What follows belongs to an exercise in optimizing a design on an open flow for small area, a short achievable clock period and few clock cycles; a production flow would make more cautious choices.
At most, simulation tests tie the RTL to the original design; equivalence was not proved.
Function not checked in run 4: the RTL went through the layout flow alone.

**flow/standard.sh**
```bash
#!/bin/bash
# synth_recipe.tcl (not shown) runs the flow's synth.tcl, then flattens the netlist and writes it again
# the make line also repeats each setting of config.mk as NAME=value (left out here)
make -C /OpenROAD-flow-scripts/flow DESIGN_CONFIG=/design/flow/config.mk WORK_HOME=/design/flow/orfs CLKGATE_MAP_FILE= SYNTH_SCRIPT=/design/flow/synth_recipe.tcl "${@:-finish}"
```
**flow/flow/run.sh**
```bash
#!/bin/bash
# Standard layout, with plain buffers (buf_2) as the port buffers instead of
# the resizer's default pick. make's full output goes to flow_make.log.
set -euo pipefail
bash standard.sh "BUFFER_PORTS_ARGS=-buffer_cell sky130_fd_sc_hd__buf_2" finish > flow_make.log 2>&1
```
**flow/design.v**
```verilog
package sa_pkg;
    typedef enum logic [1:0] {
        IDLE  = 2'd0,
        FEED  = 2'd1,
        FLUSH = 2'd2,
        DRAIN = 2'd3
    } sa_state_t;
    localparam int DEF_WIDTH = 8;
    localparam int DEF_ACC   = 32;
    localparam int DEF_N     = 4;
    localparam int DEF_KW    = 16;
endpackage
module sa_pe_clr (
    input  logic        clk,
    input  logic        job_go,
    input  logic        v,
    input  logic        init_lo15,
    input  logic [14:0] init_hi,
    input  logic [7:0]  a,
    input  logic [3:0]  neg,
    input  logic [3:0]  one,
    input  logic [3:0]  two,
    output logic [30:0] acc
);
    logic        first;         
    logic [15:0] lo;
    logic [14:0] hi;
    logic        cy;
    logic [15:0] lo_m;
    logic        nv;
    logic [3:0]  ns;
    logic [7:0]  pp0, pp1, pp2, pp3;
    logic [8:0]  ax;
    logic [16:0] x, y, t;
    logic s1, c2, s3, c4, s5, c6, s7, c8, s9, c10, s11, c12, s13, c14, s15, c16, s17, c18, s19, c20, s21, c22, s23, c24, s25, c26, s27, c28, s29, c30, s31, c32, s33, c34, s35, c36, s37, c38, s39, c40, s41, c42, s43, c44, s45, c46, s47, c48, s49, c50, s51, c52, s53, c54, s55, c56, s57, c58, s59, c60, s61, c62, s63, c64, s65, c66, s67, c68, s69, c70, s71, c72, s73, c74, s75, c76, s77, c78, s79, c80;
    assign ax = {a, 1'b0};
    assign nv = ~v;
    assign lo_m = first ? {init_lo15, 15'd0} : lo;
    for (genvar m = 0; m < 8; m++) begin : g_pp
        assign pp0[m] = ((one[0] & ax[m+1]) | (two[0] & ax[m])) ^ neg[0];
        assign pp1[m] = ((one[1] & ax[m+1]) | (two[1] & ax[m])) ^ neg[1];
        assign pp2[m] = ((one[2] & ax[m+1]) | (two[2] & ax[m])) ^ neg[2];
        assign pp3[m] = ((one[3] & ax[m+1]) | (two[3] & ax[m])) ^ neg[3];
    end
    for (genvar k = 0; k < 4; k++) begin : g_ns
        assign ns[k] = ~(((one[k] | two[k]) & a[7]) ^ neg[k]);
    end
    assign s1 = pp0[4] ^ pp1[2];
    assign c2 = pp0[4] & pp1[2];
    assign s3 = pp0[5] ^ pp1[3];
    assign c4 = pp0[5] & pp1[3];
    assign s5 = pp0[6] ^ pp1[4] ^ pp2[2];
    assign c6 = (pp0[6] & pp1[4]) | (pp0[6] & pp2[2]) | (pp1[4] & pp2[2]);
    assign s7 = pp3[0] ^ neg[3];
    assign c8 = pp3[0] & neg[3];
    assign s9 = pp0[7] ^ pp1[5] ^ pp2[3];
    assign c10 = (pp0[7] & pp1[5]) | (pp0[7] & pp2[3]) | (pp1[5] & pp2[3]);
    assign s11 = pp3[1] ^ lo_m[7];
    assign c12 = pp3[1] & lo_m[7];
    assign s13 = ns[0] ^ pp1[6] ^ pp2[4];
    assign c14 = (ns[0] & pp1[6]) | (ns[0] & pp2[4]) | (pp1[6] & pp2[4]);
    assign s15 = pp3[2] ^ lo_m[8] ^ 1'b1;
    assign c16 = (pp3[2] & lo_m[8]) | (pp3[2] & 1'b1) | (lo_m[8] & 1'b1);
    assign s17 = pp1[7] ^ pp2[5] ^ pp3[3];
    assign c18 = (pp1[7] & pp2[5]) | (pp1[7] & pp3[3]) | (pp2[5] & pp3[3]);
    assign s19 = lo_m[9] ^ 1'b1;
    assign c20 = lo_m[9] & 1'b1;
    assign s21 = ns[1] ^ pp2[6] ^ pp3[4];
    assign c22 = (ns[1] & pp2[6]) | (ns[1] & pp3[4]) | (pp2[6] & pp3[4]);
    assign s23 = pp2[7] ^ pp3[5];
    assign c24 = pp2[7] & pp3[5];
    assign s25 = pp0[2] ^ pp1[0];
    assign c26 = pp0[2] & pp1[0];
    assign s27 = pp0[3] ^ pp1[1];
    assign c28 = pp0[3] & pp1[1];
    assign s29 = pp2[0] ^ neg[2] ^ lo_m[4];
    assign c30 = (pp2[0] & neg[2]) | (pp2[0] & lo_m[4]) | (neg[2] & lo_m[4]);
    assign s31 = c2 ^ pp2[1] ^ lo_m[5];
    assign c32 = (c2 & pp2[1]) | (c2 & lo_m[5]) | (pp2[1] & lo_m[5]);
    assign s33 = c4 ^ lo_m[6] ^ s5;
    assign c34 = (c4 & lo_m[6]) | (c4 & s5) | (lo_m[6] & s5);
    assign s35 = c6 ^ c8 ^ s9;
    assign c36 = (c6 & c8) | (c6 & s9) | (c8 & s9);
    assign s37 = c10 ^ c12 ^ s13;
    assign c38 = (c10 & c12) | (c10 & s13) | (c12 & s13);
    assign s39 = c14 ^ c16 ^ s17;
    assign c40 = (c14 & c16) | (c14 & s17) | (c16 & s17);
    assign s41 = c18 ^ c20 ^ lo_m[10];
    assign c42 = (c18 & c20) | (c18 & lo_m[10]) | (c20 & lo_m[10]);
    assign s43 = c22 ^ lo_m[11] ^ 1'b1;
    assign c44 = (c22 & lo_m[11]) | (c22 & 1'b1) | (lo_m[11] & 1'b1);
    assign s45 = c24 ^ ns[2] ^ pp3[6];
    assign c46 = (c24 & ns[2]) | (c24 & pp3[6]) | (ns[2] & pp3[6]);
    assign s47 = pp3[7] ^ lo_m[13];
    assign c48 = pp3[7] & lo_m[13];
    assign s49 = pp0[0] ^ neg[0];
    assign c50 = pp0[0] & neg[0];
    assign s51 = pp0[1] ^ lo_m[1];
    assign c52 = pp0[1] & lo_m[1];
    assign s53 = neg[1] ^ lo_m[2] ^ s25;
    assign c54 = (neg[1] & lo_m[2]) | (neg[1] & s25) | (lo_m[2] & s25);
    assign s55 = c26 ^ lo_m[3] ^ s27;
    assign c56 = (c26 & lo_m[3]) | (c26 & s27) | (lo_m[3] & s27);
    assign s57 = c28 ^ s1 ^ s29;
    assign c58 = (c28 & s1) | (c28 & s29) | (s1 & s29);
    assign s59 = c30 ^ s3 ^ s31;
    assign c60 = (c30 & s3) | (c30 & s31) | (s3 & s31);
    assign s61 = c32 ^ s7 ^ s33;
    assign c62 = (c32 & s7) | (c32 & s33) | (s7 & s33);
    assign s63 = c34 ^ s11 ^ s35;
    assign c64 = (c34 & s11) | (c34 & s35) | (s11 & s35);
    assign s65 = c36 ^ s15 ^ s37;
    assign c66 = (c36 & s15) | (c36 & s37) | (s15 & s37);
    assign s67 = c38 ^ s19 ^ s39;
    assign c68 = (c38 & s19) | (c38 & s39) | (s19 & s39);
    assign s69 = c40 ^ s21 ^ s41;
    assign c70 = (c40 & s21) | (c40 & s41) | (s21 & s41);
    assign s71 = c42 ^ s23 ^ s43;
    assign c72 = (c42 & s23) | (c42 & s43) | (s23 & s43);
    assign s73 = c44 ^ lo_m[12] ^ s45;
    assign c74 = (c44 & lo_m[12]) | (c44 & s45) | (lo_m[12] & s45);
    assign s75 = c46 ^ 1'b1 ^ s47;
    assign c76 = (c46 & 1'b1) | (c46 & s47) | (1'b1 & s47);
    assign s77 = c48 ^ ns[3] ^ lo_m[14];
    assign c78 = (c48 & ns[3]) | (c48 & lo_m[14]) | (ns[3] & lo_m[14]);
    assign s79 = lo_m[15] ^ nv;
    assign c80 = lo_m[15] & nv;
    assign x = {c80, c78, c76, c74, c72, c70, c68, c66, c64, c62, c60, c58, c56, c54, c52, c50, lo_m[0]};
    assign y = {nv, s79, s77, s75, s73, s71, s69, s67, s65, s63, s61, s59, s57, s55, s53, s51, s49};
    assign t = x + y;
    always_ff @(posedge clk) begin
        first <= job_go | (first & ~v);
        lo <= t[15:0];
        cy <= t[16];
        hi <= first ? init_hi : hi + {14'd0, cy};
    end
    assign acc = {hi, lo};
endmodule
module sa_tile (
    input  logic          clk,
    input  logic          rst_n,
    input  logic          start,
    input  logic [15:0]   k_len,
    input  logic          in_valid,
    output logic          in_ready,
    input  logic [31:0]   a_in,
    input  logic [31:0]   b_in,
    output logic          out_valid,
    input  logic          out_ready,
    output logic [1:0]    out_row,
    output logic [127:0]  out_data,
    output logic          busy,
    output logic          done
);
    logic        feed, wait1, wait2, drain;
    logic [15:0] rem;           
    logic        rem_is1;       
    logic        v0;            
    logic [3:0]  sel [4];       
    logic [15:0] rem_m1;
    logic        fire, job_go, last_take;
    assign fire      = feed & in_valid;
    assign job_go    = ~busy & start & (k_len != 16'd0);
    assign last_take = drain & out_ready & (out_row == 2'd3);
    always_ff @(posedge clk or negedge rst_n) begin
        if (!rst_n) begin
            feed    <= 1'b0;
            wait1   <= 1'b0;
            wait2   <= 1'b0;
            drain   <= 1'b0;
            busy    <= 1'b0;
            done    <= 1'b0;
            rem     <= 16'd0;
            rem_is1 <= 1'b0;
            v0      <= 1'b0;
            out_row <= 2'd0;
        end else begin
            done   <= last_take;
            v0     <= fire;
            wait1  <= fire & rem_is1;
            wait2  <= wait1;
            if (job_go) begin
                feed    <= 1'b1;
                busy    <= 1'b1;
                rem     <= k_len;
                rem_is1 <= (k_len == 16'd1);
            end else if (fire) begin
                rem     <= rem_m1;
                rem_is1 <= (rem_m1 == 16'd1);
                if (rem_is1) feed <= 1'b0;
            end
            if (wait2) drain <= 1'b1;
            if (drain & out_ready) begin
                out_row <= out_row + 2'd1;
                if (out_row == 2'd3) begin
                    drain <= 1'b0;
                    busy  <= 1'b0;
                end
            end
        end
    end
    assign rem_m1    = rem - 16'd1;
    always_ff @(posedge clk) begin
        for (int j = 0; j < 4; j++) begin
            if (job_go)                  sel[j] <= 4'b0001;
            else if (drain & out_ready)  sel[j] <= {sel[j][2:0], sel[j][3]};
        end
    end
    assign in_ready  = feed;
    assign out_valid = drain;
    logic [15:0] nk;
    assign nk = ~rem;
    logic [31:0] a_r;
    logic [3:0]  neg_r [4];
    logic [3:0]  one_r [4];
    logic [3:0]  two_r [4];
    always_ff @(posedge clk) begin
        a_r <= fire ? a_in : 32'd0;
        for (int j = 0; j < 4; j++) begin
            for (int k = 0; k < 4; k++) begin
                logic b2, b1, b0;
                b2 = b_in[8*j + 2*k + 1];
                b1 = b_in[8*j + 2*k];
                b0 = (k == 0) ? 1'b0 : b_in[8*j + 2*k - 1];
                neg_r[j][k] <= b2;
                one_r[j][k] <= b1 ^ b0;
                two_r[j][k] <= (b2 & ~b1 & ~b0) | (~b2 & b1 & b0);
            end
        end
    end
    logic [30:0] acc [4][4];
    for (genvar i = 0; i < 4; i++) begin : g_row
        for (genvar j = 0; j < 4; j++) begin : g_col
            sa_pe_clr u_pe (
                .clk       (clk),
                .job_go    (job_go),
                .v         (v0),
                .init_lo15 (nk[0]),
                .init_hi   (nk[15:1]),
                .a         (a_r[8*i +: 8]),
                .neg       (neg_r[j]),
                .one       (one_r[j]),
                .two       (two_r[j]),
                .acc       (acc[i][j])
            );
        end
    end
    always_comb begin
        for (int j = 0; j < 4; j++) begin
            logic [30:0] r;
            r = ({31{sel[j][0]}} & acc[0][j]) |
                ({31{sel[j][1]}} & acc[1][j]) |
                ({31{sel[j][2]}} & acc[2][j]) |
                ({31{sel[j][3]}} & acc[3][j]);
            out_data[32*j +: 32] = {r[30], r};
        end
    end
endmodule
```
**flow/config.mk**
```make
export PLATFORM = sky130hd
export DESIGN_NAME = sa_tile
export DESIGN_NICKNAME = sa_tile
export VERILOG_FILES = /design/flow/design.v
export SDC_FILE = /design/flow/constraint.sdc
export NUM_CORES = 4
export LEC_CHECK = 0
export CAP_MARGIN = 20
export CORE_MARGIN = 2
export CORE_UTILIZATION = 60
export CTS_CLUSTER_DIAMETER = 80
export CTS_CLUSTER_SIZE = 24
export PLACE_DENSITY = 0.68
export SETUP_SLACK_MARGIN = 4.7
export SLEW_MARGIN = 20
```
**flow/constraint.sdc**
```tcl
create_clock -name core_clock -period 9.0 [get_ports {clk}]
set_input_delay 1.8000 -clock core_clock [delete_from_list [all_inputs] [get_ports {clk}]]
set_output_delay 1.8000 -clock core_clock [all_outputs]
set_load 0.01 [all_outputs]
```
==> metrics.md, run 1 <==
| Metric | Value |
|---|---|
| Status | finished clean |
| M1 wire length | 76,400 um |
| Nets | 7,767 |
| Vias post-DR | 50,400 |
| Distinct cells, synth | 69 |
| Max Fanout on Critical Path | 16 |
| Setup-failing EPs final | 0 |
| Total routed wirelength | 194,000 um |
| Worst-Margin Slew | 1.14 ns |
| CP peak stage delay | 0.59 ns |
| Final TNS setup | 0 ns |
| DRT antenna net count | 0 |
| Grt total ovfl | 0 |
| Worst min path class | register to register |
| Root buffer cell | clkbuf_16 |
| Yosys reg bits | 650 |
| Slew Viols, Final | 0 |
| Max-cap violations | 0 |
| Worst endpoint data arrival time | 4.90 ns |
| RSZ-0062 raised after global routing | true |
| Post-synthesis area per instance | 8.69 um2 |
| Die ar. | 101,000 um2 |
| GRT Overall Usage | 0.361 |
| Cell at the slowest stage of the critical path | fa_1 |
| Synth Area in Compound Gates | 0.181 |
| H-tree levels | 2 |
| Adder-cell share of the synthesized area | 0.244 |
| DR WL met3 | 21,700 um |
| Via density | 6.22 |
| CTS max path bufs | 3 |
| Max Clk Rate | 233 MHz |
| Hold Path Depth | 0 |
| Yosys top cell by area | dfxtp_1 |
| Reg2reg path depth | 15 |
| HPWL after detailed placement | 121,000 um |
| Clk_skew | 0.0343 ns |
| 1st-iter DRT viols | 5,465 |
| Fin Hold WS | 0.359 ns |
| Final Wtd Congestion | 0.917 |
| Prevailing post-synth register cell | dfxtp_1 |
| Simple-gate share of the synthesized area | 0.122 |
| Asr flop ratio synth | 0.0400 |
| R2R Setup Slk | 4.70 ns |
| Post-synth top area share | 0.212 |
| Part of the cycle the worst path needs | 0.478 |
| PortBufs | 218 |
| Antenna violations before repair | 7 |
| FILL cells | 7,839 |
| Synth warn | 11 |
| Syn Inst Count | 6,766 |
| CP Depth | 15 |
| Clock transition at the registers of the reported paths | 0.09 ns |
| P&R area growth vs syn | 13.0% |
| Wire per inst | 23.9 um |
| Die Ht | 317 um |
| CP required | 9.60 ns |
| Initial core utilization | 0.607 |
| Xor-xnor portion of the synthesized cell area | 0.150 |
| First-pass GRT wire length | 280,000 um |
| WL met2 | 84,300 um |
| Largest net degree at the start of global routing | 55 |
| Top layer reached by signal wires | met5 |
| Max transition margin | 0.238 |
| Family with the most delay on the worst path | adder cells |
| Clock sinks | 650 |
| Vias in the first global route | 48,200 |
| FP Rows | 114 |
| Core ar. | 96,900 um2 |
| Crit path kind | register to register |
| 1st-pass router iterations | 6 |
| Syn_nets | 7,757 |
| Die X | 317 um |
| Clock buffer count from CTS | 49 |
| Worst Path Buf+Inv | 2 |
| EDFF count, synth | 0 |
| Multiplexer share of the synthesized area | 0.00987 |
| Crit path time final | 4.30 ns |
| Residual DRC count | 0 |
| Crit path cell chain | buf_12, a22oi_2, xor2_2, fa_1, fa_1, inv_1, fa_2, ha_1, a21o_1, a21o_1, a21oi_4, a2bb2oi_2, o21ai_1, o31a_1, o311ai_1 |
| I/O Pins | 219 |
| Synth top area cells | dfxtp_1 21%, fa_1 14%, ha_1 11%, xnor2_1 10%, a22oi_1 8.9% |
| CTS tree | yes |
| Skew-Pair Late Insertion Delay | 0.70 ns |
| Total count of hold-check failures in the final report | 0 |
| Fraction of layout cells with a size suffix above 1 | 0.123 |
| Sequential share of the synthesized area | 0.224 |
| Critical Path Start Type | register |
| Crit end category | register |
| Synth Cell Area | 58,800 um2 |
| Largest family of logic cells by synthesized area | adder cells |
[flip-flops by register name (all words and copies together), names as in the netlist, 2 cells and up]
signal                  flops
g_row.g_col.u_pe.cy        16
a_r                        32
out_row                     2
g_row.g_col.u_pe.first     16
neg_r                      16
two_r                      16
one_r                      16
g_row.g_col.u_pe.lo       256
g_row.g_col.u_pe.hi       240
rem                        16
sel                        16
[through the flow]
step           std cells  setup WS, ns   util  area, um2
6_report            8093          4.70  0.686      66400
5_1_grt             8092          4.54  0.686      66400
4_1_cts             8038          4.63  0.666      64500
3_5_place_dp        7904          3.89  0.626      60600
3_3_place_gp        7904          3.93  0.626      60600
2_1_floorplan       6766          4.61      -      58900
[cell usage after synthesis, types with 24 or more instances]
library cell  count
a211oi_1         24
a21o_1           84
a21oi_1         335
a22oi_1         697
a31oi_1          25
and3_1           55
buf_1            63
clkbuf_1        401
dfrtp_1          26
dfxtp_1         624
fa_1            400
ha_1            506
inv_1           620
mux2i_1          40
nand2_1         413
nand2b_1        117
nand3_1         113
nand4_1          44
nor2_1          366
nor2b_1         191
nor3_1           64
o21a_1           46
o21ai_0         198
o21bai_1         40
or3_1            26
xnor2_1         669
xor2_1          335
[worst paths after layout]
| path | startpoint | to |
|---|---|---|
| max in group asynchronous | rst_n | busy |
| min in group asynchronous | rst_n | rem[12] |
| worst min-delay path | wait1 | wait2 |
| worst max register to register | a_r[15] | g_row[1].g_col[3].u_pe.cy |
| worst min register to register | wait1 | wait2 |
| worst max-delay path | a_r[15] | g_row[1].g_col[3].u_pe.cy |
[kinds of logic (layout without fill, tap and decap cells)]
group,after synthesis,after routing
multiplexers,56,56
other,0,2
AO/OA/AOI/OAI,1576,1576
AND/OR/NAND/NOR,1480,1480
flip-flops,650,650
buffers and inverters,1094,1143
adder cells (fa/ha/maj),906,906
XOR/XNOR,1004,1004
[repair_timing]
item | in CTS | in global routing
pin swaps | 10 | 108
setup endpoints to repair | 114 | 71
hold buffers | 0 | 0
setup buffers | 22 | 27
gates resized for setup | 304 | 253
cloned | 22 | 26
[layout make-up]
cell class,instances,area [um2],share of cell area
Antenna cell,2,5.00,0.0000753
Clock buffer,54,1280,0.0192
Clock inverter,36,538,0.00810
Inverter,624,2390,0.0359
Multi-Input combinational cell,5022,42700,0.643
Sequential cell,650,13300,0.201
Tap cell,1276,1600,0.0240
Timing Repair Buffer,428,4580,0.0690
Timing Repair inverter,1,5.00,0.0000753
[cells in the final DEF (no fill, tap or decap), types with 26 or more instances in the layout]
| cell | count |
|---|---|
| nor2_1 | 362 |
| buf_12 | 68 |
| buf_4 | 82 |
| mux2i_1 | 40 |
| o21a_1 | 46 |
| dfxtp_4 | 40 |
| fa_1 | 392 |
| dfrtp_1 | 26 |
| o21ai_0 | 179 |
| dfxtp_2 | 32 |
| a22oi_1 | 632 |
| buf_2 | 218 |
| dfxtp_1 | 552 |
| and3_1 | 55 |
| nand4_1 | 44 |
| nor3_1 | 63 |
| xnor2_1 | 661 |
| clkbuf_16 | 75 |
| nor2b_1 | 191 |
| xor2_1 | 325 |
| nand2_1 | 413 |
| inv_1 | 617 |
| a21oi_1 | 320 |
| o21bai_1 | 37 |
| ha_1 | 475 |
| nand2b_1 | 117 |
| a21o_1 | 84 |
| a22oi_2 | 65 |
| nand3_1 | 110 |
[routing by layer]
| layer | track usage | up-vias |
|---|---|---|
| met5 | 0 | - |
| met4 | 0.165 | 10 |
| met2 | 0.566 | 2461 |
| met3 | 0.0841 | 568 |
| li1 | - | 23000 |
| met1 | 0.473 | 24300 |
Testbench counts, summed over its fixed seeds: cycles 17,359.
==> inputs of run 2 (changes only) <==
--- a/flow/config.mk
+++ b/flow/config.mk
@@ -13,3 +13,3 @@
 export PLACE_DENSITY = 0.68
-export SETUP_SLACK_MARGIN = 4.7
+export SETUP_SLACK_MARGIN = 4.6
 export SLEW_MARGIN = 20
==> run 2 against run 1 <==
Compared with the run above:
- global-route usage rose by 0.085 points
- highest routed layer unchanged
- critical path type is now register to output pin
- cell count fell by 0.38%
- die area did not move
- area after synthesis did not move
- non-clock buffer count fell by 26
- first-iteration DRC count fell by 8.6%
- core utilization fell by 0.98 points
- clock skew fell by 0.0056 ns
- design area fell by 1.4%
- sequential share of layout area rose by 0.22 points
==> metrics.md, run 2 <==
| Metric | Value |
|---|---|
| Regs by FF count | g_row.g_col.u_pe.lo x256, g_row.g_col.u_pe.hi x240, a_r x32 |
| Status | finished clean |
| Total routed wirelength | 193,000 um (-0.42%) |
| First-pass GRT wire length | 282,000 um (+0.47%) |
| Util after Layout | 0.676 (-0.00977) |
| Largest net degree at the start of global routing | 55 (unchanged) |
| Synth warn | 11 (unchanged) |
| Asr flop ratio synth | 0.0400 (unchanged) |
| Clk_skew | 0.0287 ns (-0.00555 ns) |
| DP Worst Slack | 3.92 ns (+0.0330 ns) |
| GRT Overall Usage | 0.362 (+0.000848) |
| Synth top area cells | dfxtp_1 21%, fa_1 14%, ha_1 11%, xnor2_1 10%, a22oi_1 8.9% |
| Syn_nets | 7,757 (unchanged) |
| 1st-iter DRT viols | 4,994 (-8.6%) |
| Skew-Pair Late Insertion Delay | 0.70 ns (about the same) |
| FP Rows | 114 (unchanged) |
| Synth Cell Area | 58,800 um2 (unchanged) |
| Largest register FFs | 256 (unchanged) |
| RSZ-0062 raised after global routing | true |
| Critical Path Start Type | register |
| Max transition margin | 0.212 (-0.0265) |
| Final Wtd Congestion | 0.952 (+3.8%) |
| Worst endpoint data arrival time | 2.60 ns (-2.30 ns) |
| Reg with most FFs | g_row.g_col.u_pe.lo |
| Crit path kind | register to output pin |
| Fin Hold WS | 0.360 ns (+0.000582 ns) |
| P&R area growth vs syn | 11.3% |
| Wire per inst | 23.9 um (about the same) |
| Post-synthesis area per instance | 8.69 um2 (unchanged) |
| CP required | 7.20 ns (-2.40 ns) |
| Max Fanout on Critical Path | 18 (+2) |
| Setup-failing EPs final | 0 (unchanged) |
| PortBufs | 218 (unchanged) |
| Syn Inst Count | 6,766 (unchanged) |
| HPWL after detailed placement | 123,000 um (+1.2%) |
| H-tree levels | 2 (unchanged) |
| CTS max path bufs | 3 (unchanged) |
| Crit end category | output pin |
| I/O Pins | 219 (unchanged) |
| Max Clk Rate | 227 MHz (-2.3%) |
| Fraction of layout cells with a size suffix above 1 | 0.106 (-0.0168) |
| Total count of hold-check failures in the final report | 0 (unchanged) |
| Core ar. | 96,900 um2 (unchanged) |
| Top-count cell post-synth | a22oi_1 |
| Residual DRC count | 0 (unchanged) |
| Die X | 317 um (unchanged) |
| Placed cells | 7,907 (+0.038%) |
| Commonest non-fill, non-tap cell in the layout | a22oi_1 |
| Max-cap violations | 0 (unchanged) |
| Die Ht | 317 um (unchanged) |
| Die ar. | 101,000 um2 (unchanged) |
| Vias post-DR | 50,400 (+0.032%) |
| Part of the cycle the worst path needs | 0.489 (+0.0114) |
| Fin cells | 8,062 (-0.38%) |
| Vias in the first global route | 48,400 (+0.43%) |
| Design Area, Final | 65,500 um2 (-1.4%) |
| Slew Viols, Final | 0 (unchanged) |
| Worst min path class | register to register |
| # hold bufs at CTS | 0 (unchanged) |
| Final TNS setup | 0 ns (unchanged) |
| CTS tree | yes |
| Nets | 7,739 (-0.36%) |
| Crit path time final | 4.40 ns (+0.102 ns) |
| Setup ws final | 4.60 ns (-0.102 ns) |
| 1st-pass router iterations | 6 (unchanged) |
| Prevailing post-synth register cell | dfxtp_1 |
| Grt total ovfl | 0 (unchanged) |
| Root buffer cell | clkbuf_16 |
| Distinct cells, synth | 69 (unchanged) |
| Yosys top cell by area | dfxtp_1 |
| Via density | 6.25 (+0.42%) |
| Post-synth top area share | 0.212 (unchanged) |
| Placed inst area | 60,600 um2 (about the same) |
| EDFF count, synth | 0 (unchanged) |
| Antenna violations before repair | 14 (+7) |
| Worst-Margin Slew | 1.18 ns (+0.0397 ns) |
| Yosys reg bits | 650 (unchanged) |
| Initial core utilization | 0.607 (unchanged) |
| Clock sinks | 650 (unchanged) |
| Clock transition at the registers of the reported paths | 0.10 ns (about the same) |
| Clock buffer count from CTS | 47 (-4.1%) |
| DRT antenna net count | 0 (unchanged) |
| Sequential share of the synthesized area | 0.224 (unchanged) |
| Most frequent cells in the layout | 669 x a22oi_1, 667 x xnor2_1, 618 x inv_1 |
| Top post-synthesis cells by count | 697 x a22oi_1, 669 x xnor2_1, 624 x dfxtp_1 |
-- run 2: worst max-delay path: stages (launching register included) --
cell     delay, ns
dfxtp_1       0.53
buf_4         0.35
a22oi_1       0.69
nand2_1       0.13
buf_2         0.17
-- run 2: cell families (layout without fill, tap and decap cells) --
family,after synthesis,after routing,share of synthesized area
multiplexers,56,56,0.00987
AO/OA/AOI/OAI,1576,1576,0.181
AND/OR/NAND/NOR,1480,1480,0.122
buffers and inverters,1094,1112,0.0702
adder cells (fa/ha/maj),906,906,0.244
flip-flops,650,650,0.224
XOR/XNOR,1004,1004,0.150
other,0,2,0
-- run 2: path summary, 6_finish.rpt --
| path | from | endpoint | slack (ns) | cells after the start |
|---|---|---|---|---|
| max | sel[0][2] | out_data[13] | 4.60 | 4 |
| min | wait1 | wait2 | 0.36 | 0 |
| max reg2reg | a_r[9] | g_row[1].g_col[3].u_pe.cy | 4.66 | 15 |
| min reg2reg | wait1 | wait2 | 0.36 | 0 |
| max in group asynchronous | rst_n | out_row[1] | 7.50 | 1 |
| min in group asynchronous | rst_n | rem[6] | 1.10 | 1 |
-- run 2: cell type report --
class	instances	area, um2
multi-input combinational	5022	42300
fill	8049	31400
sequential	650	13300
timing repair buffer	402	4080
inverter	624	2380
tap	1276	1600
clock buffer	51	1200
clock inverter	34	588
timing repair inverter	1	5.00
antenna	2	5.00
-- run 2: metal layers --
layer,track usage,vias up,part of all wire
li1,-,22900,-
met4,0.177,10,0.062
met5,0,-,0.00032
met1,0.466,24400,0.39
met3,0.0833,601,0.11
met2,0.572,2488,0.44
-- run 2: repair_timing --
action                                  4_1_cts  5_1_grt
gates resized for setup                     234      207
endpoints found under the setup margin       88       51
buffers inserted                             14       17
pin swaps                                     3       45
gates cloned                                 15       22
==> inputs of run 3 (changes only) <==
--- a/flow/config.mk
+++ b/flow/config.mk
@@ -7,3 +7,3 @@
 export LEC_CHECK = 0
-export CAP_MARGIN = 20
+export CAP_MARGIN = 10
 export CORE_MARGIN = 2
@@ -13,3 +13,3 @@
 export PLACE_DENSITY = 0.68
-export SETUP_SLACK_MARGIN = 4.6
-export SLEW_MARGIN = 20
+export SETUP_SLACK_MARGIN = 4.7
+export SLEW_MARGIN = 10
==> run 3 against run 2 <==
Compared with the run above:
- wire length up 0.42%
- count of clock-buffer cells in the layout up 3
- setup slack better by 0.10 ns
- sequential share of layout area down 0.22 points
- area after synthesis unchanged
- critical path depth up 11
- global-route usage down 0.085 points
- synthesized cell count unchanged
- maximum frequency up 2.4%
- flip-flop and latch count unchanged
- critical endpoint is now g_row[1].g_col[3].u_pe.cy
- largest cell class unchanged
==> metrics.md, run 3 <==
| Metric | Value |
|---|---|
| Status | finished clean |
| Die Ht | 317 um (unchanged) |
| Worst-Margin Slew | 1.14 ns (-0.0397 ns) |
| Nets | 7,767 (+0.36%) |
| Fin cells | 8,093 (+0.38%) |
| Clock transition at the registers of the reported paths | 0.09 ns (about the same) |
| RSZ-0062 raised after global routing | true |
| Initial core utilization | 0.607 (unchanged) |
| Yosys top cell by area | dfxtp_1 |
| Top-count cell post-synth | a22oi_1 |
| Family with the most delay on the worst path | adder cells |
| Die ar. | 101,000 um2 (unchanged) |
| I/O Pins | 219 (unchanged) |
| Worst endpoint data arrival time | 4.90 ns (+2.30 ns) |
| EDFF count, synth | 0 (unchanged) |
| Regs by FF count | g_row.g_col.u_pe.lo x256, g_row.g_col.u_pe.hi x240, a_r x32 |
| 1st-iter DRT viols | 5,465 (+9.4%) |
| Slew Viols, Final | 0 (unchanged) |
| Yosys reg bits | 650 (unchanged) |
| FP Rows | 114 (unchanged) |
| PortBufs | 218 (unchanged) |
| CP required | 9.60 ns (+2.40 ns) |
| CP peak stage delay | 0.59 ns (-0.10 ns) |
| HPWL after detailed placement | 121,000 um (-1.2%) |
| Clk_skew | 0.0343 ns (+0.00555 ns) |
| Vias post-DR | 50,400 (-0.032%) |
| Antenna violations before repair | 7 (-7) |
| Met2 global-route usage | 0.566 (-0.00634) |
| Wire per inst | 23.9 um (about the same) |
| # hold bufs at CTS | 0 (unchanged) |
| P&R area growth vs syn | 13.0% |
| First-pass GRT wire length | 280,000 um (-0.47%) |
| Post-synthesis area per instance | 8.69 um2 (unchanged) |
| Total count of hold-check failures in the final report | 0 (unchanged) |
| Top post-synthesis cells by count | 697 x a22oi_1, 669 x xnor2_1, 624 x dfxtp_1 |
| Worst min path class | register to register |
| Root buffer cell | clkbuf_16 |
| Synth warn | 11 (unchanged) |
| Fraction of layout cells with a size suffix above 1 | 0.123 (+0.0168) |
| Largest net degree at the start of global routing | 55 (unchanged) |
| Crit path time final | 4.30 ns (-0.102 ns) |
| Grt total ovfl | 0 (unchanged) |
| GR Util met3 | 0.0841 (+0.000717) |
| Final Wtd Congestion | 0.917 (-3.7%) |
| GRT Overall Usage | 0.361 (-0.000848) |
| Syn Inst Count | 6,766 (unchanged) |
| Synth top area cells | dfxtp_1 21%, fa_1 14%, ha_1 11%, xnor2_1 10%, a22oi_1 8.9% |
| Reg with most FFs | g_row.g_col.u_pe.lo |
| Sequential share of the synthesized area | 0.224 (unchanged) |
| Final TNS setup | 0 ns (unchanged) |
| H-tree levels | 2 (unchanged) |
| Most frequent cells in the layout | 661 x xnor2_1, 632 x a22oi_1, 617 x inv_1 |
| Max-cap violations | 0 (unchanged) |
| Die X | 317 um (unchanged) |
| 1st-pass router iterations | 6 (unchanged) |
| Total routed wirelength | 194,000 um (+0.42%) |
| Clock buffer count from CTS | 49 (+4.3%) |
| Max Fanout on Critical Path | 16 (-2) |
| Largest register FFs | 256 (unchanged) |
| Util after Layout | 0.686 (+0.00977) |
| Global Route met1 Usage | 0.473 (+0.00693) |
| Asr flop ratio synth | 0.0400 (unchanged) |
| Crit end category | register |
| CTS max path bufs | 3 (unchanged) |
| Max Clk Rate | 233 MHz (+2.4%) |
| Commonest non-fill, non-tap cell in the layout | xnor2_1 |
| CTS tree | yes |
| Synth Cell Area | 58,800 um2 (unchanged) |
| Cell at the slowest stage of the critical path | fa_1 |
| Setup-failing EPs final | 0 (unchanged) |
| Via density | 6.22 (-0.41%) |
| Part of the cycle the worst path needs | 0.478 (-0.0114) |
| Critical Path Start Type | register |
| Placed cells | 7,904 (-0.038%) |
| Crit path kind | register to register |
| Skew-Pair Late Insertion Delay | 0.70 ns (about the same) |
| Distinct cells, synth | 69 (unchanged) |
| Max transition margin | 0.238 (+0.0265) |
| Prevailing post-synth register cell | dfxtp_1 |
| Clock sinks | 650 (unchanged) |
| Worst Path Buf+Inv | 2 (unchanged) |
| Core ar. | 96,900 um2 (unchanged) |
| DRT antenna net count | 0 (unchanged) |
| Syn_nets | 7,757 (unchanged) |
| Residual DRC count | 0 (unchanged) |
| Crit path cell chain | buf_12, a22oi_2, xor2_2, fa_1, fa_1, inv_1, fa_2, ha_1, a21o_1, a21o_1, a21oi_4, a2bb2oi_2, o21ai_1, o31a_1, o311ai_1 |
| Busiest metal layer after global routing | met2 |
| Post-synth top area share | 0.212 (unchanged) |
| Vias in the first global route | 48,200 (-0.43%) |
run 3: cell counts after synthesis:
No cell type changed its count.
run 3: path summary, 6_finish.rpt:
check,cells past startpoint,endpoint,start,slack (ns)
min in group asynchronous,1,rem[12],rst_n,1.10
max,15,g_row[1].g_col[3].u_pe.cy,a_r[15],4.70
max reg2reg,15,g_row[1].g_col[3].u_pe.cy,a_r[15],4.70
min,0,wait2,wait1,0.36
max in group asynchronous,1,busy,rst_n,7.49
min reg2reg,0,wait2,wait1,0.36
run 3: metrics by stage:
stage               hold slack [ns]  cell area [um2]  setup slack [ns]
CTS                           0.360            64500              4.63
finish                        0.359            66400              4.70
floorplan                     0.331            58900              4.61
global route                  0.364            66400              4.54
detailed placement            0.339            60600              3.89
global placement              0.334            60600              3.93
run 3: kinds of logic after synthesis:
logic type	count (synthesis)	share of synthesized area
muxes	56	0.00987
and+or+nand+nor	1480	0.122
adders and majority gates	906	0.244
xor gates and xnor gates	1004	0.150
AOI/OAI and AO/OA	1576	0.181
DFF	650	0.224
buffers and inverters	1094	0.0702
run 3: routing by layer:
layer / wire length [um] / part of all wire
met1: 76400 / 0.39
met2: 84300 / 0.44
met3: 21700 / 0.11
met4: 11100 / 0.058
met5: 65 / 0.00034
run 3: layout make-up:
type	instances	area (um2)
Antenna cell	2	5.00
Clock buffer	54	1280
Clock inverter	36	538
Fill cell	7839	30400
Inverter	624	2390
Multi-Input combinational cell	5022	42700
Sequential cell	650	13300
Tap cell	1276	1600
Timing Repair Buffer	428	4580
Timing Repair inverter	1	5.00
run 3: repair_timing:
item / CTS / global route
endpoints found under the setup margin: 114 / 71
setup buffers: 22 / 27
resized for setup: 304 / 253
pin swaps: 10 / 108
cloned: 22 / 26
==> inputs of run 4 (changes only) <==
--- a/flow/design.v
+++ b/flow/design.v
@@ -155,2 +155,3 @@
     logic        feed, wait1, wait2, drain;
+    logic        feed2, fire2;      
     logic [15:0] rem;           
@@ -158,2 +159,3 @@
     logic        v0;            
+    logic [3:0]  row_oh;
     logic [3:0]  sel [4];       
@@ -162,4 +164,5 @@
     assign fire      = feed & in_valid;
+    assign fire2     = feed2 & in_valid;
     assign job_go    = ~busy & start & (k_len != 16'd0);
-    assign last_take = drain & out_ready & (out_row == 2'd3);
+    assign last_take = drain & out_ready & row_oh[3];
     always_ff @(posedge clk or negedge rst_n) begin
@@ -167,2 +170,3 @@
             feed    <= 1'b0;
+            feed2   <= 1'b0;
             wait1   <= 1'b0;
@@ -175,2 +179,3 @@
             v0      <= 1'b0;
+            row_oh  <= 4'b0001;
             out_row <= 2'd0;
@@ -183,2 +188,3 @@
                 feed    <= 1'b1;
+                feed2   <= 1'b1;
                 busy    <= 1'b1;
@@ -191,6 +197,10 @@
             end
+            if (!job_go && fire2 && rem_is1) begin
+                feed2 <= 1'b0;
+            end
             if (wait2) drain <= 1'b1;
             if (drain & out_ready) begin
+                row_oh  <= {row_oh[2:0], row_oh[3]};
                 out_row <= out_row + 2'd1;
-                if (out_row == 2'd3) begin
+                if (row_oh[3]) begin
                     drain <= 1'b0;
@@ -210,10 +220,14 @@
     assign out_valid = drain;
-    logic [15:0] nk;
-    assign nk = ~rem;
-    logic [31:0] a_r;
-    logic [3:0]  neg_r [4];
-    logic [3:0]  one_r [4];
-    logic [3:0]  two_r [4];
-    always_ff @(posedge clk) begin
-        a_r <= fire ? a_in : 32'd0;
+    logic [15:0] k_reg, nk;
+    always_ff @(posedge clk) begin
+        if (job_go) k_reg <= k_len;
+    end
+    assign nk = 16'd0 - k_reg;
+    logic [31:0] a_r [2];
+    logic [3:0]  neg_r [2][4];
+    logic [3:0]  one_r [2][4];
+    logic [3:0]  two_r [2][4];
+    always_ff @(posedge clk) begin
+        a_r[0] <= a_in;
+        if (fire) a_r[1] <= a_in;
         for (int j = 0; j < 4; j++) begin
@@ -224,5 +238,8 @@
                 b0 = (k == 0) ? 1'b0 : b_in[8*j + 2*k - 1];
-                neg_r[j][k] <= b2;
-                one_r[j][k] <= b1 ^ b0;
-                two_r[j][k] <= (b2 & ~b1 & ~b0) | (~b2 & b1 & b0);
+                neg_r[0][j][k] <= fire & b2;
+                neg_r[1][j][k] <= b2;
+                one_r[0][j][k] <= fire & (b1 ^ b0);
+                two_r[0][j][k] <= fire & ((b2 & ~b1 & ~b0) | (~b2 & b1 & b0));
+                one_r[1][j][k] <= fire2 & (b1 ^ b0);
+                two_r[1][j][k] <= fire2 & ((b2 & ~b1 & ~b0) | (~b2 & b1 & b0));
             end
@@ -239,6 +256,6 @@
                 .init_hi   (nk[15:1]),
-                .a         (a_r[8*i +: 8]),
-                .neg       (neg_r[j]),
-                .one       (one_r[j]),
-                .two       (two_r[j]),
+                .a         (a_r[j / 2][8*i +: 8]),
+                .neg       (neg_r[i / 2][j]),
+                .one       (one_r[i / 2][j]),
+                .two       (two_r[i / 2][j]),
                 .acc       (acc[i][j])
--- a/flow/config.mk
+++ b/flow/config.mk
@@ -7,3 +7,3 @@
 export LEC_CHECK = 0
-export CAP_MARGIN = 10
+export CAP_MARGIN = 20
 export CORE_MARGIN = 2
@@ -14,2 +14,2 @@
 export SETUP_SLACK_MARGIN = 4.7
-export SLEW_MARGIN = 10
+export SLEW_MARGIN = 20
==> run 4 against run 3 <==
Compared with the run above:
- still clean on timing, DRC and antenna
- flip-flop and latch count up 101
- count of clock-buffer cells in the layout up 7
- maximum frequency up 0.38%
- sequential share of layout area up 3.5 points
- setup slack better by 0.016 ns
- via count up 2.7%
- global-route usage down 0.86 points
- cell count up 4.5%
- largest cell class unchanged
==> metrics.md, run 4 <==
| Metric | Value |
|---|---|
| Status | finished clean |
| 1st-pass router iterations | 10 (+4) |
| Synth Area in Compound Gates | 0.174 (-0.00673) |
| GR Util met3 | 0.0540 (-0.0301) |
| Grt total ovfl | 0 (unchanged) |
| Met2 global-route usage | 0.578 (+0.0124) |
| Busiest metal layer after global routing | met2 |
| Crit path kind | register to register |
| Wire per inst | 22.7 um (-5.2%) |
| Skew-Pair Late Insertion Delay | 0.71 ns (about the same) |
| Top post-synthesis cells by count | 700 x a22oi_1, 672 x dfxtp_1, 586 x inv_1 |
| Setup ws final | 4.72 ns (+0.0162 ns) |
| Clock sinks | 751 (+16%) |
| Worst endpoint data arrival time | 4.88 ns (-0.02 ns) |
| RSZ-0062 raised after global routing | true |
| Util after Layout | 0.659 (-0.0272) |
| CTS tree | yes |
| Initial core utilization | 0.603 (-0.00401) |
| Most frequent cells in the layout | 675 x a22oi_1, 578 x inv_1, 567 x xnor2_1 |
| Post-synthesis area per instance | 8.86 um2 (+2.0%) |
| Final Wtd Congestion | 0.924 (+0.85%) |
| First-pass GRT wire length | 292,000 um (+4.3%) |
| Max Clk Rate | 233 MHz (+0.38%) |
| Vias in the first global route | 50,200 (+4.0%) |
| Xor-xnor portion of the synthesized cell area | 0.142 (-0.00714) |
| Root buffer cell | clkbuf_16 |
| Fraction of layout cells with a size suffix above 1 | 0.121 (-0.00172) |
| Max-cap violations | 0 (unchanged) |
| Via density | 6.12 (-1.7%) |
| Distinct cells, synth | 74 (+7.2%) |
| Crit end category | register |
| Die Ht | 326 um (+2.8%) |
| Die X | 326 um (+2.8%) |
| Total routed wirelength | 192,000 um (-0.96%) |
| Clock buffer count from CTS | 51 (+4.1%) |
| FILL cells | 8,658 (+10%) |
| Simple-gate share of the synthesized area | 0.126 (+0.00390) |
| Core ar. | 103,000 um2 (+6.6%) |
| Multiplexer share of the synthesized area | 0.0127 (+0.00285) |
| P&R area growth vs syn | 9.20% |
| Vias post-DR | 51,700 (+2.7%) |
| FP Rows | 118 (+3.5%) |
| Global Route met1 Usage | 0.452 (-0.0217) |
| Setup-failing EPs final | 0 (unchanged) |
| Regs by FF count | g_row.g_col.u_pe.lo x256, g_row.g_col.u_pe.hi x240, a_r x64 |
| Clock transition at the registers of the reported paths | 0.10 ns (about the same) |
| Synth warn | 13 (+2) |
| DRT antenna net count | 0 (unchanged) |
| Max transition margin | 0.341 (+0.103) |
| Yosys top cell by area | dfxtp_1 |
| Worst-Margin Slew | 0.989 ns (-0.154 ns) |
| Prevailing post-synth register cell | dfxtp_1 |
| I/O Pins | 219 (unchanged) |
| H-tree levels | 2 (unchanged) |
| Sequential share of the synthesized area | 0.252 (+0.0283) |
| Nets | 8,011 (+3.1%) |
| Worst min path class | register to register |
| Crit path time final | 4.28 ns (-0.0162 ns) |
| CP required | 9.59 ns (about the same) |
| Yosys reg bits | 751 (+16%) |
| Register area | 16,000 um2 (+20%) |
| 1st-iter DRT viols | 4,998 (-8.5%) |
| CTS max path bufs | 3 (unchanged) |
| Final TNS setup | 0 ns (unchanged) |
| Slew Viols, Final | 0 (unchanged) |
| Adder-cell share of the synthesized area | 0.229 (-0.0151) |
| Syn_nets | 8,006 (+3.2%) |
| DP Worst Slack | 4.14 ns (+0.254 ns) |
| Synth Cell Area | 62,200 um2 (+5.9%) |
| EDFF count, synth | 48 (+48) |
| Max Fanout on Critical Path | 5 (-11) |
| Clk_skew | 0.0348 ns (+0.000576 ns) |
| Reg with most FFs | g_row.g_col.u_pe.lo |
| Critical Path Start Type | register |
| Asr flop ratio synth | 0.0413 (+0.00128) |
| PortBufs | 218 (unchanged) |
| Largest family of logic cells by synthesized area | adder cells |
| Top-count cell post-synth | a22oi_1 |
| Largest register FFs | 256 (unchanged) |
| Multi-input gate area | 43,500 um2 (+1.8%) |
| # hold bufs at CTS | 0 (unchanged) |
| GRT Overall Usage | 0.352 (-0.00859) |
| Largest net degree at the start of global routing | 75 (+36%) |
| Syn Inst Count | 7,023 (+3.8%) |
| HPWL after detailed placement | 142,000 um (+18%) |
| Antenna violations before repair | 30 (+23) |
| Synth top area cells | dfxtp_1 22%, fa_1 13%, ha_1 10%, a22oi_1 8.4%, xnor2_1 8.1% |
| Die ar. | 106,000 um2 (+5.8%) |
| Post-synth top area share | 0.216 (+0.00369) |
| Commonest non-fill, non-tap cell in the layout | a22oi_1 |
| Part of the cycle the worst path needs | 0.476 (-0.00180) |
| Total count of hold-check failures in the final report | 0 (unchanged) |
| Residual DRC count | 0 (unchanged) |
run 4: changes by cell type after synthesis, moves of 29 or more:
cell | before | now
edfxtp_1 | 0 | 48
dfxtp_1 | 624 | 672
o21ai_0 | 198 | 256
a21oi_1 | 335 | 306
buf_1 | 63 | 33
xnor2_1 | 669 | 575
nand2_1 | 413 | 485
nor3_1 | 64 | 105
xor2_1 | 335 | 437
nor2_1 | 366 | 335
inv_1 | 620 | 586
run 4: kinds of logic (layout without fill, tap and decap cells):
kind of cell    count (synthesis)  after routing
compound gates               1619           1619
simple gates                 1611           1611
buf+inv                      1057           1102
xor+xnor                     1012           1012
fa+ha+maj                     898            898
flops                         751            751
mux                            75             75
other cells                     0              9
run 4: worst max-delay path: stages, from the launching register on:
cell,delay (ns)
edfxtp_1,0.48
buf_4,0.18
buf_6,0.12
buf_4,0.15
a22oi_2,0.19
xnor2_1,0.10
fa_2,0.55
inv_1,0.05
fa_1,0.46
fa_1,0.59
ha_4,0.23
a21o_1,0.17
a31o_2,0.25
a31o_4,0.26
o221a_2,0.26
xor2_1,0.14
run 4: repair_timing:
action                     4_1_cts  5_1_grt
pin swaps                        3       58
cloned                           0        0
gates resized for setup        148      228
buffers inserted                88       38
setup endpoints to repair       92       80
run 4: worst paths after layout:
| path | startpoint | endpoint | slack (ns) | depth (start not counted) |
|---|---|---|---|---|
| max reg2reg | a_r[1][4] | g_row[0].g_col[3].u_pe.cy | 4.72 | 15 |
| min in group asynchronous | rst_n | rem[7] | 1.16 | 1 |
| min | wait1 | wait2 | 0.36 | 0 |
| min reg2reg | wait1 | wait2 | 0.36 | 0 |
| max | a_r[1][4] | g_row[0].g_col[3].u_pe.cy | 4.72 | 15 |
| max in group asynchronous | rst_n | row_oh[1] | 7.35 | 1 |
run 4: cell type report:
type	count	area share
sequential	751	0.235
clock inverter	32	0.00665
inverter	595	0.0330
tap	1380	0.0254
antenna	9	0.000331
multi-input combinational	5215	0.640
timing repair buffer	414	0.0392
clock buffer	61	0.0202
run 4: routing by layer:
| metal | vias up | routed length, um |
|---|---|---|
| li1 | 23900 | - |
| met1 | 25300 | 76800 |
| met2 | 1940 | 90700 |
| met3 | 471 | 13300 |
| met4 | 32 | 10600 |
| met5 | - | 207 |
run 4: per-stage QoR:
stage | instances | area (um2) | hold slack (ns)
global route | 8452 | 68000 | 0.384
global placement | 8229 | 63900 | 0.336
CTS | 8410 | 66700 | 0.369
finish | 8457 | 68000 | 0.364
detailed placement | 8229 | 63900 | 0.336
floorplan | 7023 | 62300 | 0.331

## separate check: timing with driven ports
How much do the figures lean on ideal ports? The routed layouts below were timed once more, with nothing changed but the port constraints.
Step 1 assumes that a clkbuf_16 drives the clock port and a buf_2 every other input.
Step 2 also shifts input and output timing later by t, the mid clock arrival at the registers, as if the neighbouring blocks saw the same clock.
Slacks: no drivers / after step 1 / after step 2; pairs: no drivers / after step 1.
run	t (ns)	setup slack, ns	worst data-port slew with drivers (ns)	cell pins on the clock port's net
run 1	0.763	4.699 / 4.684 / 4.699	0.12	1
run 2	0.768	4.597 / 4.519 / 4.658	0.14	1
run 3	0.763	4.699 / 4.684 / 4.699	0.12	1
run 4	0.766	4.716 / 4.681 / 4.716	0.17	1
After both steps every run listed still meets setup and hold.
